From an optimization exercise on the open Yosys and OpenROAD flow, aimed at a short achievable clock period and few clock cycles; shortcuts taken in it are not production practice. In this exercise RTL edits were held to simulation tests only and were not proved equivalent to the original. Power is estimated from default activity; no workload was simulated.

oak:
==> flow/design.v (excerpt) <==
module legv8Top (
    input  logic                   clk,
    input  logic                   rstN,
    output logic [64-1:0] instrAddr,
    input  logic [31:0]            instr,
    output logic                   wbCyc,
    output logic                   wbStb,
    output logic                   wbWe,
    output logic [64-1:0] wbAdr,
    output logic [64-1:0] wbDatW,
    input  logic                   wbAck,
    input  logic [64-1:0] wbDatR
);
    legv8Cpu legv8Cpu_i (
        .clk       (clk),
        .rstN      (rstN),
        .instrAddr (instrAddr),
        .instr     (instr),
        .wbCyc     (wbCyc),
        .wbStb     (wbStb),
        .wbWe      (wbWe),
        .wbAdr     (wbAdr),
        .wbDatW    (wbDatW),
        .wbAck     (wbAck),
        .wbDatR    (wbDatR)
    );
endmodule
==> flow/config.mk <==
export PLATFORM = sky130hd
export DESIGN_NAME = legv8Top
export DESIGN_NICKNAME = legv8Top
export VERILOG_FILES = /design/flow/design.v
export SDC_FILE = /design/flow/constraint.sdc
export NUM_CORES = 8
export LEC_CHECK = 0
export ABC_CLOCK_PERIOD_IN_PS = 1000
export CAP_MARGIN = 50
export CELL_PAD_IN_SITES_DETAIL_PLACEMENT = 2
export CELL_PAD_IN_SITES_GLOBAL_PLACEMENT = 2
export CORE_MARGIN = 2
export CORE_UTILIZATION = 30
export PLACE_DENSITY = 0.5
export SLEW_MARGIN = 70
# Added to bench's config.mk by flow/run.sh.
# Timing repair aims for this much setup slack at the 15 ns clock, so that it
# works on the paths that set the achieved period (about 15 - 10.5 ns).
export SETUP_SLACK_MARGIN = 10.5
export TNS_END_PERCENT = 100
# Skip the floorplan-stage repair (it runs on wire-load estimates and does
# not converge with the margin above); ABC's buffers are removed instead.
export REMOVE_ABC_BUFFERS = 1
# Port buffers from the plain buffer family, so that repair can size them.
export BUFFER_PORTS_ARGS = -buffer_cell sky130_fd_sc_hd__buf_4
==> flow/constraint.sdc <==
create_clock -name core_clock -period 15.0 [get_ports {clk}]
set_input_delay 3.0000 -clock core_clock [delete_from_list [all_inputs] [get_ports {clk}]]
set_output_delay 3.0000 -clock core_clock [all_outputs]
set_load 0.01 [all_outputs]
standard.sh (not shown) runs the stock make flow with config.mk's settings and CLKGATE_MAP_FILE= SYNTH_SCRIPT=/design/flow/synth_recipe.tcl, a recipe that flattens the netlist after the stock synthesis.
==> flow/flow/run.sh <==
#!/bin/bash
# Layout flow: the standard ORFS flow (standard.sh, with its synthesis
# unchanged) with a few extra settings from flow/extra.mk appended to
# the standard flow's config.mk. Each tool's output is in standard_flow.log and in the
# ORFS logs under orfs/logs/.
set -euo pipefail
cat flow/extra.mk >> config.mk
bash standard.sh finish > standard_flow.log 2>&1
==> flow/flow/extra.mk <==
# Added to the standard flow's config.mk by flow/run.sh.
# Timing repair aims for this much setup slack at the 15 ns clock, so that it
# works on the paths that set the achieved period (about 15 - 10.5 ns).
export SETUP_SLACK_MARGIN = 10.5
export TNS_END_PERCENT = 100
# Skip the floorplan-stage repair (it runs on wire-load estimates and does
# not converge with the margin above); ABC's buffers are removed instead.
export REMOVE_ABC_BUFFERS = 1
# Port buffers from the plain buffer family, so that repair can size them.
export BUFFER_PORTS_ARGS = -buffer_cell sky130_fd_sc_hd__buf_4
Testbench counts of oak, summed over its fixed seeds: cycles 124,145.
Modified inputs, pine compared to oak
-- flow/design.v --
<<< oak, line 107
    logic [QW:0]   qCnt;
    logic [51:0] pcHiOut;
    assign instrAddr = {pcHiOut, pcLo, pcB};
    assign wbCyc  = busV;
    assign wbStb  = busV;
>>> pine, line 107
    logic [QW:0]   qCnt;
    logic [51:0] pcHiOut;
    logic [1:0]  pcBOut;
    assign instrAddr = {pcHiOut, pcLo, pcBOut};
    assign wbCyc  = busV;
    assign wbStb  = busV;
<<< oak, line 132
    logic        ackLd;
    logic [30:0] ackOH;
    assign ackLd   = busV & wbAck & ~busWe & busLdw;
    logic        lzV;
    logic [4:0]  lzIdx;
    logic [63:0] ldQ;
    logic        lzZero;
    logic [30:0] lzOH;
    assign lzZero = (ldQ == 64'd0);
    assign lzOH   = lzV ? oneHot(lzIdx) : 31'd0;
    always_ff @(posedge clk or negedge rstN) begin
        if (!rstN) lzV <= 1'b0;
        else       lzV <= ackLd;
    end
    always_ff @(posedge clk) begin
        if (ackLd) begin
            lzIdx <= busRd;
            ldQ   <= wbDatR;
        end
    end
    always_comb begin
>>> pine, line 133
    logic        ackLd;
    logic [30:0] ackOH;
    logic        busLdV;     
    assign ackLd   = busLdV & wbAck;
    logic [63:0] ldQ;
    logic        lzZero;
    logic [30:0] lzOH;       
    assign lzZero = (ldQ == 64'd0);
    always_ff @(posedge clk or negedge rstN) begin
        if (!rstN) lzOH <= '0;
        else       lzOH <= ackOH;
    end
    always_ff @(posedge clk) begin
        if (ackLd) ldQ <= wbDatR;
    end
    always_comb begin
<<< oak, line 183
    assign qRoom    = ({1'b0, qCnt} + {3'd0, exV & exMem}) < QD;
    logic cbzWait, brPend, brBus, brWait;
    assign cbzWait  = rCbzOpen & (|(rSelT & pend));
    assign brPend   = rBrOpen & (|(rSelA & pend));
    assign brBus    = brPend & busV & ~busWe & busLdw & (busRd == rRn);
>>> pine, line 179
    assign qRoom    = ({1'b0, qCnt} + {3'd0, exV & exMem}) < QD;
    logic cbzWait, brPend, brBus, brWait;
    assign cbzWait  = rCbzOpen & (|(rSelT & (pend | lzOH)));
    assign brPend   = rBrOpen & (|(rSelA & pend));
    assign brBus    = brPend & busV & ~busWe & busLdw & (busRd == rRn);
<<< oak, line 196
    assign rdLink  = rPc + 64'd4;
    logic rdZeroT, redirectEarly, redirectLate, redirectBus, redirect;
    logic [30:0] zCur;    
    assign zCur    = (z & ~lzOH) | (lzOH & {31{lzZero}});
    assign rdZeroT = (rRt == 5'd31) | (fwdExT ? exZero : (|(rSelT & zCur)));
    logic [63:0] brT;
    assign brT = fwdExA ? exSum : aoA;
    assign redirectEarly = rdV & ((rBrOpen & ~brPend) | (rCbzOpen & ~cbzWait & rdZeroT) |
                                  (rBcondOpen & ~exFlagV & (flagN ^ flagV)));
    assign redirectLate  = rdV & rBcondOpen & exFlagV & (exN ^ exOvf);
    assign redirectBus   = rdV & brBus & ~hazFixed & ackLd;
    assign redirect      = redirectEarly | redirectLate | redirectBus;
>>> pine, line 192
    assign rdLink  = rPc + 64'd4;
    logic rdZeroT, redirectEarly, redirectLate, redirectBus, redirect;
    assign rdZeroT = (rRt == 5'd31) | (|(rSelT & z));    
    logic [63:0] brT;
    assign brT = fwdExA ? exSum : aoA;
    assign redirectEarly = rdV & ((rBrOpen & ~brPend) | (rCbzOpen & ~cbzWait & ~fwdExT & rdZeroT) |
                                  (rBcondOpen & ~exFlagV & (flagN ^ flagV)));
    assign redirectLate  = rdV & ((rBcondOpen & exFlagV & (exN ^ exOvf)) |
                                  (rCbzOpen & ~cbzWait & fwdExT & exZero));
    assign redirectBus   = rdV & brBus & ~hazFixed & ackLd;
    assign redirect      = redirectEarly | redirectLate | redirectBus;
<<< oak, line 288
    logic brX;
    assign brX = ~rdStall & ~redirectEarly & ~take26 & ~take19 & fBr30;
    always_ff @(posedge clk or negedge rstN) begin
        if (!rstN) begin
>>> pine, line 283
    logic brX;
    assign brX = ~rdStall & ~redirectEarly & ~take26 & ~take19 & fBr30;
    always_ff @(posedge clk) begin
        if (redirectBus)        pcBOut <= wbDatR[1:0];
        else if (redirectLate)  pcBOut <= rdTgt19[1:0];
        else if (setFull)       pcBOut <= fullT[1:0];
        else if (brX)           pcBOut <= x30[1:0];
        else                    pcBOut <= pcB;
    end
    always_ff @(posedge clk or negedge rstN) begin
        if (!rstN) begin
<<< oak, line 386
            rSelM      <= oneHot(fRmx);
            rSelT      <= oneHot(fRt);
            rNeed      <= (fUseA ? oneHot(fRn) : 31'd0) | (fUseM ? oneHot(fRm) : 31'd0) |
                          (fST ? oneHot(fRt) : 31'd0) | (fWr ? oneHot(fBL ? 5'd30 : fRt) : 31'd0);
            rI         <= instr[25:0];
            rPc        <= pcFull;
>>> pine, line 388
            rSelM      <= oneHot(fRmx);
            rSelT      <= oneHot(fRt);
            rNeed      <= (fUseA ? (oneHot(fRn) | oneHot(fRt)) : 31'd0) |
                          (fUseM ? oneHot(fRm) : 31'd0) | {fBL, 30'd0};
            rI         <= instr[25:0];
            rPc        <= pcFull;
<<< oak, line 499
        end
    end
    always_ff @(posedge clk) begin
        if (busFree) begin
>>> pine, line 501
        end
    end
    always_ff @(posedge clk or negedge rstN) begin
        if (!rstN)
            busLdV <= 1'b0;
        else if (busFree)
            busLdV <= qEmpty ? (push & ~exSt & exLdw) : (~qWe[qHead] & qLdw[qHead]);
    end
    always_ff @(posedge clk) begin
        if (busFree) begin
[summary]
Per the comparison of pine with oak, hold slack went up; power consumption went up; cell area went down; final design utilization went down; sequential fraction of the synthesis area went up.
Testbench counts of pine, summed over its fixed seeds: cycles 124,192.

========
Another version of the RTL of legv8Top (not shown whole).
Size in the first run: roughly 3,600 flip-flops, about 290 I/O pins.
clock: 15.0 ns
lec_check: 0
abc_clock_period_in_ps: 1000
cap_margin: 20
cell_pad_in_sites_detail_placement: 2
cell_pad_in_sites_global_placement: 2
core_margin: 2
core_utilization: 30
place_density: 0.5
slew_margin: 20
setup_slack_margin: 10.5
tns_end_percent: 100
remove_abc_buffers: 1
buffer_ports_args: -buffer_cell sky130_fd_sc_hd__buf_4
Scripts as last shown in full above: flow/flow/run.sh, flow/flow/extra.mk
The starting point finished but fails on capacitance limit, slew limit.
Testbench counts at the start, summed over its fixed seeds: cycles 124,192.
Change:
--- a/flow/design.v
+++ b/flow/design.v
@@ -125,30 +125,35 @@
     logic [63:0] exP, exO;
     assign exP    = exA ^ exBx;
     assign exO    = exA | exBx;
     assign exZero = (exP[0] == exSub) && (&(exP[63:1] ~^ exO[62:0]));
     logic exWrV, exFlagV;
     assign exWrV   = exV & exWr;
     assign exFlagV = exV & exFlag;
     logic        ackLd;
     logic [30:0] ackOH;
-    logic        busLdV;     
-    assign ackLd   = busLdV & wbAck;
+    assign ackLd   = busV & wbAck & ~busWe & busLdw;
+    logic        lzV;
+    logic [4:0]  lzIdx;
     logic [63:0] ldQ;
     logic        lzZero;
-    logic [30:0] lzOH;       
+    logic [30:0] lzOH;
     assign lzZero = (ldQ == 64'd0);
+    assign lzOH   = lzV ? oneHot(lzIdx) : 31'd0;
     always_ff @(posedge clk or negedge rstN) begin
-        if (!rstN) lzOH <= '0;
-        else       lzOH <= ackOH;
+        if (!rstN) lzV <= 1'b0;
+        else       lzV <= ackLd;
     end
     always_ff @(posedge clk) begin
-        if (ackLd) ldQ <= wbDatR;
+        if (ackLd) begin
+            lzIdx <= busRd;
+            ldQ   <= wbDatR;
+        end
     end
     always_comb begin
         ackOH = '0;
         if (ackLd && busRd != 5'd31) ackOH[busRd] = 1'b1;
     end
     logic [30:0] zNext;
     always_comb begin
         for (int i = 0; i < 31; i++) begin
             if (exWe[i])        zNext[i] = exZero;
@@ -171,38 +176,39 @@
     assign rdA = fwdExA ? exSum : aoA;
     assign rdM = fwdExM ? exSum : (aoRead(rSelMm) | ({64{fwdWbM}} & wbQ));
     logic [30:0] busOH, missing;
     logic        hazFixed, hazBus, rMem, qRoom, rdHaz, rdStall, rdGo;
     assign busOH    = oneHot(busRd);
     assign missing  = rNeed & pend;
     assign rMem     = rLD | rST;
     assign qRoom    = ({1'b0, qCnt} + {3'd0, exV & exMem}) < QD;
     logic cbzWait, brPend, brBus, brWait;
-    assign cbzWait  = rCbzOpen & (|(rSelT & (pend | lzOH)));
+    assign cbzWait  = rCbzOpen & (|(rSelT & pend));
     assign brPend   = rBrOpen & (|(rSelA & pend));
     assign brBus    = brPend & busV & ~busWe & busLdw & (busRd == rRn);
     assign brWait   = brPend & ~brBus;
     assign hazFixed = (|(missing & ~busOH)) | cbzWait | brWait | (rMem & ~qRoom);
     assign hazBus   = (|(missing & busOH)) | brBus;
     assign rdHaz    = hazFixed | (hazBus & ~ackLd);
     assign rdStall = rdV & rdHaz;
     assign rdGo    = rdV & ~rdHaz;
     logic [63:0] rdTgt19, rdLink, rdTarget;
     assign rdTgt19 = rPc + {{43{rI[23]}}, rI[23:5], 2'b00};
     assign rdLink  = rPc + 64'd4;
     logic rdZeroT, redirectEarly, redirectLate, redirectBus, redirect;
-    assign rdZeroT = (rRt == 5'd31) | (|(rSelT & z));    
+    logic [30:0] zCur;    
+    assign zCur    = (z & ~lzOH) | (lzOH & {31{lzZero}});
+    assign rdZeroT = (rRt == 5'd31) | (fwdExT ? exZero : (|(rSelT & zCur)));
     logic [63:0] brT;
     assign brT = fwdExA ? exSum : aoA;
-    assign redirectEarly = rdV & ((rBrOpen & ~brPend) | (rCbzOpen & ~cbzWait & ~fwdExT & rdZeroT) |
+    assign redirectEarly = rdV & ((rBrOpen & ~brPend) | (rCbzOpen & ~cbzWait & rdZeroT) |
                                   (rBcondOpen & ~exFlagV & (flagN ^ flagV)));
-    assign redirectLate  = rdV & ((rBcondOpen & exFlagV & (exN ^ exOvf)) |
-                                  (rCbzOpen & ~cbzWait & fwdExT & exZero));
+    assign redirectLate  = rdV & rBcondOpen & exFlagV & (exN ^ exOvf);
     assign redirectBus   = rdV & brBus & ~hazFixed & ackLd;
     assign redirect      = redirectEarly | redirectLate | redirectBus;
     assign rdTarget      = rBrOpen ? brT : rdTgt19;
     logic [10:0] op;
     logic [4:0]  fRn, fRm, fRt;
     logic fB, fBL, fBcond, fCBZ, fBR, fADDI, fADDS, fSUBS, fLD, fST;
     assign op  = instr[31:21];
     assign fRn = instr[9:5];
     assign fRm = instr[20:16];
@@ -486,24 +492,18 @@
                 busAdr <= qAdr[qHead];
                 busDat <= qDat[qHead];
             end else begin
                 busWe  <= exSt;
                 busAdr <= exSum;
                 busDat <= exT;
             end
         end
     end
-    always_ff @(posedge clk or negedge rstN) begin
-        if (!rstN)
-            busLdV <= 1'b0;
-        else if (busFree)
-            busLdV <= qEmpty ? (push & ~exSt & exLdw) : (~qWe[qHead] & qLdw[qHead]);
-    end
     always_ff @(posedge clk) begin
         if (busFree) begin
             if (!qEmpty) begin
                 busLdw <= qLdw[qHead];
                 busRd  <= qRd[qHead];
             end else begin
                 busLdw <= exLdw;
                 busRd  <= exRd;
             end
Now the flow finished with timing, DRC and antenna clean.
Worst setup slack improved by 0.047 ns.
Final cell count goes up slightly.
Combinational power drops by a little under a tenth.
Via count grows slightly.
Synthesized area stays flat.
Flip-flop and latch count shrinks by 26.
Global-route usage shrinks by 1.4 points.
Worst hold slack is worse by 0.014 ns.
Cell area rises slightly.
Total power is lower by a few percent.
Clock-buffer cell count came out higher by 13.
Sequential power drops by a few percent.
Testbench counts after the change, summed over its fixed seeds: cycles 124,145.

========
Another version of the RTL of legv8Top (not shown whole).
Size: about 3600 flip-flops, about 190000 sq um of cells after synthesis.
Settings: LEC_CHECK=0, ABC_CLOCK_PERIOD_IN_PS=1000, CAP_MARGIN=50, CELL_PAD_IN_SITES_DETAIL_PLACEMENT=2, CELL_PAD_IN_SITES_GLOBAL_PLACEMENT=2, CORE_MARGIN=2, CORE_UTILIZATION=30, PLACE_DENSITY=0.5, SLEW_MARGIN=70, SETUP_SLACK_MARGIN=10.5, TNS_END_PERCENT=100, REMOVE_ABC_BUFFERS=1, BUFFER_PORTS_ARGS=-buffer_cell sky130_fd_sc_hd__buf_4; clock period 15.0 ns.
Scripts as last shown in full above: flow/flow/run.sh, flow/flow/extra.mk
Testbench counts at the start, summed over its fixed seeds: cycles 124,192.
Change:
--- a/flow/design.v
+++ b/flow/design.v
@@ -163,19 +163,20 @@
         for (int i = 0; i < 31; i++)
             aoRead = aoRead | ({64{sel[i]}} & x[i]);
     endfunction
     logic fwdExA, fwdExM, fwdExT, fwdBusA, fwdBusM;
     assign fwdBusA = ackLd & (busRd == rRn);
     assign fwdBusM = ackLd & (busRd == rRm);
     logic [63:0] aoA, rdA, rdM;
     logic fwdWbA, fwdWbM;    
-    assign aoA = aoRead(rSelAm) | ({64{fwdWbA}} & wbQ);
+    logic fwdLdA, fwdLdM;    
+    assign aoA = aoRead(rSelAm) | ({64{fwdWbA}} & wbQ) | ({64{fwdLdA}} & ldQ);
     assign rdA = fwdExA ? exSum : aoA;
-    assign rdM = fwdExM ? exSum : (aoRead(rSelMm) | ({64{fwdWbM}} & wbQ));
+    assign rdM = fwdExM ? exSum : (aoRead(rSelMm) | ({64{fwdWbM}} & wbQ) | ({64{fwdLdM}} & ldQ));
     logic [30:0] busOH, missing;
     logic        hazFixed, hazBus, rMem, qRoom, rdHaz, rdStall, rdGo;
     assign busOH    = oneHot(busRd);
     assign missing  = rNeed & pend;
     assign rMem     = rLD | rST;
     assign qRoom    = ({1'b0, qCnt} + {3'd0, exV & exMem}) < QD;
     logic cbzWait, brPend, brBus, brWait;
     assign cbzWait  = rCbzOpen & (|(rSelT & (pend | lzOH)));
@@ -222,17 +223,17 @@
     end
     logic rdWrites, rdFlags;
     assign rdWrites = rdV & rWr;
     assign rdFlags  = rdV & (rADDS | rSUBS);
     logic fZeroKnown, fZero;
     assign fZeroKnown = (fRt == 5'd31);
     assign fZero      = 1'b1;
     logic fBr30;
-    assign fBr30 = fBR & (fRn == 5'd30) & ~(rdWrites & (rWrIdx == 5'd30)) & ~wbOH[30] &
+    assign fBr30 = fBR & (fRn == 5'd30) & ~(rdWrites & (rWrIdx == 5'd30)) & ~wbOH[30] & ~lzOH[30] &
                    ~(exWrV & (exRd == 5'd30)) & ~pend[30];
     logic fCbzOpen, fBcondOpen, take26, take19;
     assign fCbzOpen   = fCBZ & ~fZeroKnown;
     assign fBcondOpen = fBcond & (rdFlags | exFlagV);
     assign take26     = fB | fBL;
     assign take19     = (fBcond & ~rdFlags & ~exFlagV & (flagN ^ flagV)) | (fCBZ & fZeroKnown & fZero);
     logic [63:0] x30;
     assign x30 = z[30] ? 64'd0 : x[30];
@@ -347,25 +348,29 @@
         end else begin
             fwdExA <= rdV & rdWrEx & (fRn  == rWrIdx);
             fwdExM <= rdV & rdWrEx & (fRmx == rWrIdx);
             fwdExT <= rdV & rdWrEx & (fRt  == rWrIdx);
         end
     end
     always_ff @(posedge clk) begin
         if (rdStall) begin
-            rSelAm <= rSelA & ~zNext & ~exWe;
-            rSelMm <= rSelM & ~zNext & ~exWe;
+            rSelAm <= rSelA & ~zNext & ~exWe & ~ackOH;
+            rSelMm <= rSelM & ~zNext & ~exWe & ~ackOH;
             fwdWbA <= |(rSelA & ~zNext & exWe);
             fwdWbM <= |(rSelM & ~zNext & exWe);
+            fwdLdA <= |(rSelA & ackOH);
+            fwdLdM <= |(rSelM & ackOH);
         end else begin
-            rSelAm <= oneHot(fRn)  & ~zNext & ~exWe;
-            rSelMm <= oneHot(fRmx) & ~zNext & ~exWe;
+            rSelAm <= oneHot(fRn)  & ~zNext & ~exWe & ~ackOH;
+            rSelMm <= oneHot(fRmx) & ~zNext & ~exWe & ~ackOH;
             fwdWbA <= |(oneHot(fRn)  & ~zNext & exWe);
             fwdWbM <= |(oneHot(fRmx) & ~zNext & exWe);
+            fwdLdA <= |(oneHot(fRn)  & ackOH);
+            fwdLdM <= |(oneHot(fRmx) & ackOH);
         end
     end
     logic fWr, fUseA, fUseM;
     assign fWr   = ((fADDI | fADDS | fSUBS | fLD) & (fRt != 5'd31)) | fBL;
     assign fUseA = fADDI | fADDS | fSUBS | fLD | fST;
     assign fUseM = fADDS | fSUBS;
     always_ff @(posedge clk) begin
         if (!rdStall) begin
@@ -382,18 +387,18 @@
             rBcondOpen <= fBcondOpen;
             rRn        <= fRn;
             rRm        <= fRmx;
             rRt        <= fRt;
             rWrIdx     <= fBL ? 5'd30 : fRt;
             rSelA      <= oneHot(fRn);
             rSelM      <= oneHot(fRmx);
             rSelT      <= oneHot(fRt);
-            rNeed      <= (fUseA ? oneHot(fRn) : 31'd0) | (fUseM ? oneHot(fRm) : 31'd0) |
-                          (fST ? oneHot(fRt) : 31'd0) | (fWr ? oneHot(fBL ? 5'd30 : fRt) : 31'd0);
+            rNeed      <= (fUseA ? (oneHot(fRn) | oneHot(fRt)) : 31'd0) |
+                          (fUseM ? oneHot(fRm) : 31'd0) | {fBL, 30'd0};
             rI         <= instr[25:0];
             rPc        <= pcFull;
         end
     end
     logic [63:0] rdImm;
     logic        rUseImm;
     assign rUseImm = rADDI | rLD | rST;
     assign rdImm = rADDI ? {52'd0, rI[21:10]} : {{55{rI[20]}}, rI[20:12]};
@@ -421,18 +426,18 @@
     end
     always_ff @(posedge clk) begin
         wbQ <= exSum;
     end
     always_ff @(posedge clk) begin
         for (int i = 0; i < 31; i++) begin
             if (wbOH[i])
                 x[i] <= wbQ;
-            else if (ackOH[i])
-                x[i] <= wbDatR;
+            else if (lzOH[i])
+                x[i] <= ldQ;      
         end
     end
     always_ff @(posedge clk or negedge rstN) begin
         if (!rstN) begin
             z <= '1;
         end else begin
             z <= zNext;
         end
Global-route usage rose by 2.4 points.
Worst hold slack degrades by 0.0068 ns.
Cell area rose by 2.1%.
Wire length rose by 6.4%.
Clock skew fell by 0.0055 ns.
Clock power hardly moves.
Setup slack degrades by 0.11 ns.
Core utilization rose by 0.55 points.
Critical path depth fell by 1.
Die area rose by 0.73%.
Cell count rose by 1.6%.
Sequential power fell by about 7%.
Area after synthesis rose by 0.73%.
Testbench counts after the change, summed over its fixed seeds: cycles 124,192.

## what the ideal ports hide
In the flow no input, the clock included, has a driving cell. The finished layouts below were timed again as built, in two steps. Step 1 sets driving cells, clkbuf_16 on the clock port and buf_2 on the other inputs (assumed; they add their load-dependent delay and slew). Step 2, shift: input delay + t, output delay - t, t = (earliest + latest rising clock arrival at the registers) / 2. This alone moves slack from input paths to output paths. a / b / c = ideal / step 1 / step 2; a / b = the first two.
run	t (ns)	setup slack, ns	latest minus earliest clock arrival (ns)	worst register clock-pin slew, ns	worst data-port slew with drivers (ns)
oak	1.236	10.255 / 10.114 / 8.991	0.084 / 0.084	0.07 / 0.07	0.26
pine	1.242	10.246 / 10.106 / 9.141	0.130 / 0.130	0.07 / 0.07	0.27
the first run of note 2	1.223	10.169 / 10.041 / 9.199	0.122 / 0.122	0.07 / 0.07	0.25
the second run of note 2	1.247	10.216 / 10.140 / 9.018	0.117 / 0.118	0.08 / 0.08	0.23
the first run of note 3	1.212	10.187 / 10.048 / 9.177	0.096 / 0.097	0.07 / 0.07	0.29
the second run of note 3	1.216	10.076 / 9.933 / 9.147	0.090 / 0.091	0.07 / 0.07	0.10
The setup slack of oak, which loses most, moves by -0.141 ns with the drivers and by -1.264 ns with both steps.
